What follows belongs to an exercise in optimizing a design on an open flow for small area, a short achievable clock period and few clock cycles per item; a production flow would make more cautious choices. The RTL was checked by simulation tests, not by an equivalence proof against the original design.

## delta
// sqrTop
module sqrTop
(
   input  logic        clk_sq,
   input  logic        reset_sq,
   input  logic        start,
   input  logic [63:0] sqIn,
   output logic [63:0] sqOut,
   output logic        doneIter
);
   logic [63:0] x;
   logic        running;
   logic [63:0] rowA;
   logic [63:0] rowB;
   logic [63:0] xNext;
   always_ff @(posedge clk_sq)
   begin
      if (reset_sq)
      begin
         running  <= 1'b0;
         doneIter <= 1'b0;
      end
      else
      begin
         if (start)
         begin
            running <= 1'b1;
         end
         doneIter <= running;
      end
   end
   always_ff @(posedge clk_sq)
   begin
      if (!running)
      begin
         x <= sqIn;
      end
      else
      begin
         x <= xNext;
      end
   end
   assign sqOut = x;
   wire [63:0] pg_g0, pg_p0;
   assign pg_g0 = rowA & rowB;
   assign pg_p0 = rowA ^ rowB;
   wire pg_g1_1 = pg_g0[1] | (pg_p0[1] & pg_g0[0]);
   wire pg_p1_1 = pg_p0[1] & pg_p0[0];
   wire pg_g1_3 = pg_g0[3] | (pg_p0[3] & pg_g0[2]);
   wire pg_p1_3 = pg_p0[3] & pg_p0[2];
  ...
clock: 20.0 ns
lec_check: 0
cap_margin: 20
cell_pad_in_sites_detail_placement: 1
cell_pad_in_sites_global_placement: 1
core_margin: 2
core_utilization: 33
slew_margin: 20
synth_memory_max_bits: 16384
standard.sh (not shown) runs the stock make flow with config.mk's settings and CLKGATE_MAP_FILE= SYNTH_SCRIPT=/design/flow/synth_recipe.tcl, a recipe that flattens the netlist after the stock synthesis.
==> flow/flow/run.sh <==
#!/bin/bash
# Layout flow: the standard ORFS flow (standard.sh), with two changes.
#  1. Synthesis runs the standard flow's own script, except that Yosys's synth skips its
#     early abc pass (-noabc), so extract_fa sees the adders as the RTL
#     writes them.  Registers are unchanged (same names, count and cells).
#  2. The synthesized netlist goes through flow/polarity.py, which removes
#     the inverters left between full adders (flipping self-dual adders and
#     swapping gates for their complements); then the standard flow goes on
#     from floorplan, with repair_timing aiming for extra setup slack.
set -euo pipefail
R=$PWD/orfs/results/$FLOW_PLATFORM/sqrTop/base
sed 's/yosys synth -nofsm -noshare/yosys synth -nofsm -noshare -noabc/' synth_recipe.tcl > noabc_synth.tcl
bash standard.sh SYNTH_SCRIPT=$PWD/noabc_synth.tcl $R/1_2_yosys.v > synth.log 2>&1
cp $R/1_2_yosys.v yosys_netlist.v
python3 flow/polarity.py yosys_netlist.v polarity_netlist.v > polarity.log 2>&1
cp polarity_netlist.v $R/1_2_yosys.v
export SETUP_SLACK_MARGIN=${SETUP_MARGIN:-13}
bash standard.sh SYNTH_SCRIPT=$PWD/noabc_synth.tcl > layout.log 2>&1
Other scripts of this flow, unchanged in this note and not shown: flow/flow/libfuncs.py, flow/flow/polarity.py
delta: no failed stages, no open violations at the end
Testbench counts of delta, summed over its fixed seeds: cycles 1,664, items 1,536.
The following lists how pepper was set up differently from delta:
# delta
export LEC_CHECK = 0
export CAP_MARGIN = 20
export CELL_PAD_IN_SITES_DETAIL_PLACEMENT = 1
export CELL_PAD_IN_SITES_GLOBAL_PLACEMENT = 1
export CORE_MARGIN = 2
export CORE_UTILIZATION = 33
export SLEW_MARGIN = 20
export SYNTH_MEMORY_MAX_BITS = 16384
create_clock -name core_clock -period 20.0 [get_ports {clk_sq}]
# pepper
export LEC_CHECK = 0
export CAP_MARGIN = 20
export CELL_PAD_IN_SITES_DETAIL_PLACEMENT = 1
export CELL_PAD_IN_SITES_GLOBAL_PLACEMENT = 1
export CORE_MARGIN = 2
export CORE_UTILIZATION = 55
export SLEW_MARGIN = 20
export SYNTH_MEMORY_MAX_BITS = 16384
create_clock -name core_clock -period 20.0 [get_ports {clk_sq}]
diff --git a/flow/flow/run.sh b/flow/flow/run.sh
--- a/flow/flow/run.sh
+++ b/flow/flow/run.sh
@@ -15,4 +15,4 @@
 python3 flow/polarity.py yosys_netlist.v polarity_netlist.v > polarity.log 2>&1
 cp polarity_netlist.v $R/1_2_yosys.v
-export SETUP_SLACK_MARGIN=${SETUP_MARGIN:-13}
+export SETUP_SLACK_MARGIN=${SETUP_MARGIN:-11}
 bash standard.sh SYNTH_SCRIPT=$PWD/noabc_synth.tcl > layout.log 2>&1
## What came out
Per the comparison of pepper with delta, post-route standard cell area excluding fillers saw a decrease; area taken by multi-input logic gates about even; length of routed wiring on met1 lost 8.3%; global-route met1 utilization now sits higher.
Measured against each other, delta and pepper differ in critical path depth, the higher figure coming from delta.
Setup changes, pepper to tundra
# pepper
export LEC_CHECK = 0
export CAP_MARGIN = 20
export CELL_PAD_IN_SITES_DETAIL_PLACEMENT = 1
export CELL_PAD_IN_SITES_GLOBAL_PLACEMENT = 1
export CORE_MARGIN = 2
export CORE_UTILIZATION = 55
export SLEW_MARGIN = 20
export SYNTH_MEMORY_MAX_BITS = 16384
create_clock -name core_clock -period 20.0 [get_ports {clk_sq}]
# tundra
export LEC_CHECK = 0
export CAP_MARGIN = 20
export CELL_PAD_IN_SITES_DETAIL_PLACEMENT = 1
export CELL_PAD_IN_SITES_GLOBAL_PLACEMENT = 1
export CORE_MARGIN = 2
export CORE_UTILIZATION = 40
export SLEW_MARGIN = 20
export SYNTH_MEMORY_MAX_BITS = 16384
create_clock -name core_clock -period 20.0 [get_ports {clk_sq}]
diff --git a/flow/flow/run.sh b/flow/flow/run.sh
--- a/flow/flow/run.sh
+++ b/flow/flow/run.sh
@@ -15,4 +15,4 @@
 python3 flow/polarity.py yosys_netlist.v polarity_netlist.v > polarity.log 2>&1
 cp polarity_netlist.v $R/1_2_yosys.v
-export SETUP_SLACK_MARGIN=${SETUP_MARGIN:-11}
+export SETUP_SLACK_MARGIN=${SETUP_MARGIN:-13}
 bash standard.sh SYNTH_SCRIPT=$PWD/noabc_synth.tcl > layout.log 2>&1
[summary]
tundra finished all stages; the layout is clean. pepper → tundra: sequential cell area barely changed, fraction of the cycle the final worst path needs -2.9 points, cell area higher. Against pepper, tundra comes in 0.57 ns lower on minimum period implied by the final worst setup slack. Pin count of the biggest net entering global routing in tundra vs pepper: up 15. The number of placement rows of tundra exceeds that of pepper by 21.

-- static timing again, ports no longer ideal --
The flow's constraints put no driver on any port. The routed layouts listed below were extracted and timed again, unchanged, in two steps. Step 1 sets driving cells, clkbuf_16 on the clock port and buf_2 on the other inputs (assumed; they add their load-dependent delay and slew). Step 2 times the ports against the registers' clock, not the clock port: input delays grow and output delays shrink by t, the midpoint of the rising clock arrivals with the driver on. a / b / c = ideal / step 1 / step 2; a / b = the first two.
| run | t (ns) | setup WS [ns] | worst hold slack (ns) | worst slew at a driven data input, ns | cell pins on the clock port's net |
|---|---|---|---|---|---|
| delta | 0.510 | 10.195 / 10.195 / 10.195 | 0.654 / 0.654 / 0.654 | 0.09 | 1 |
| pepper | 0.518 | 9.346 / 9.346 / 9.346 | 0.753 / 0.753 / 0.753 | 0.11 | 1 |
| tundra | 0.494 | 9.917 / 9.917 / 9.917 | 0.665 / 0.665 / 0.665 | 0.08 | 1 |
After both steps every run listed still meets setup and hold.
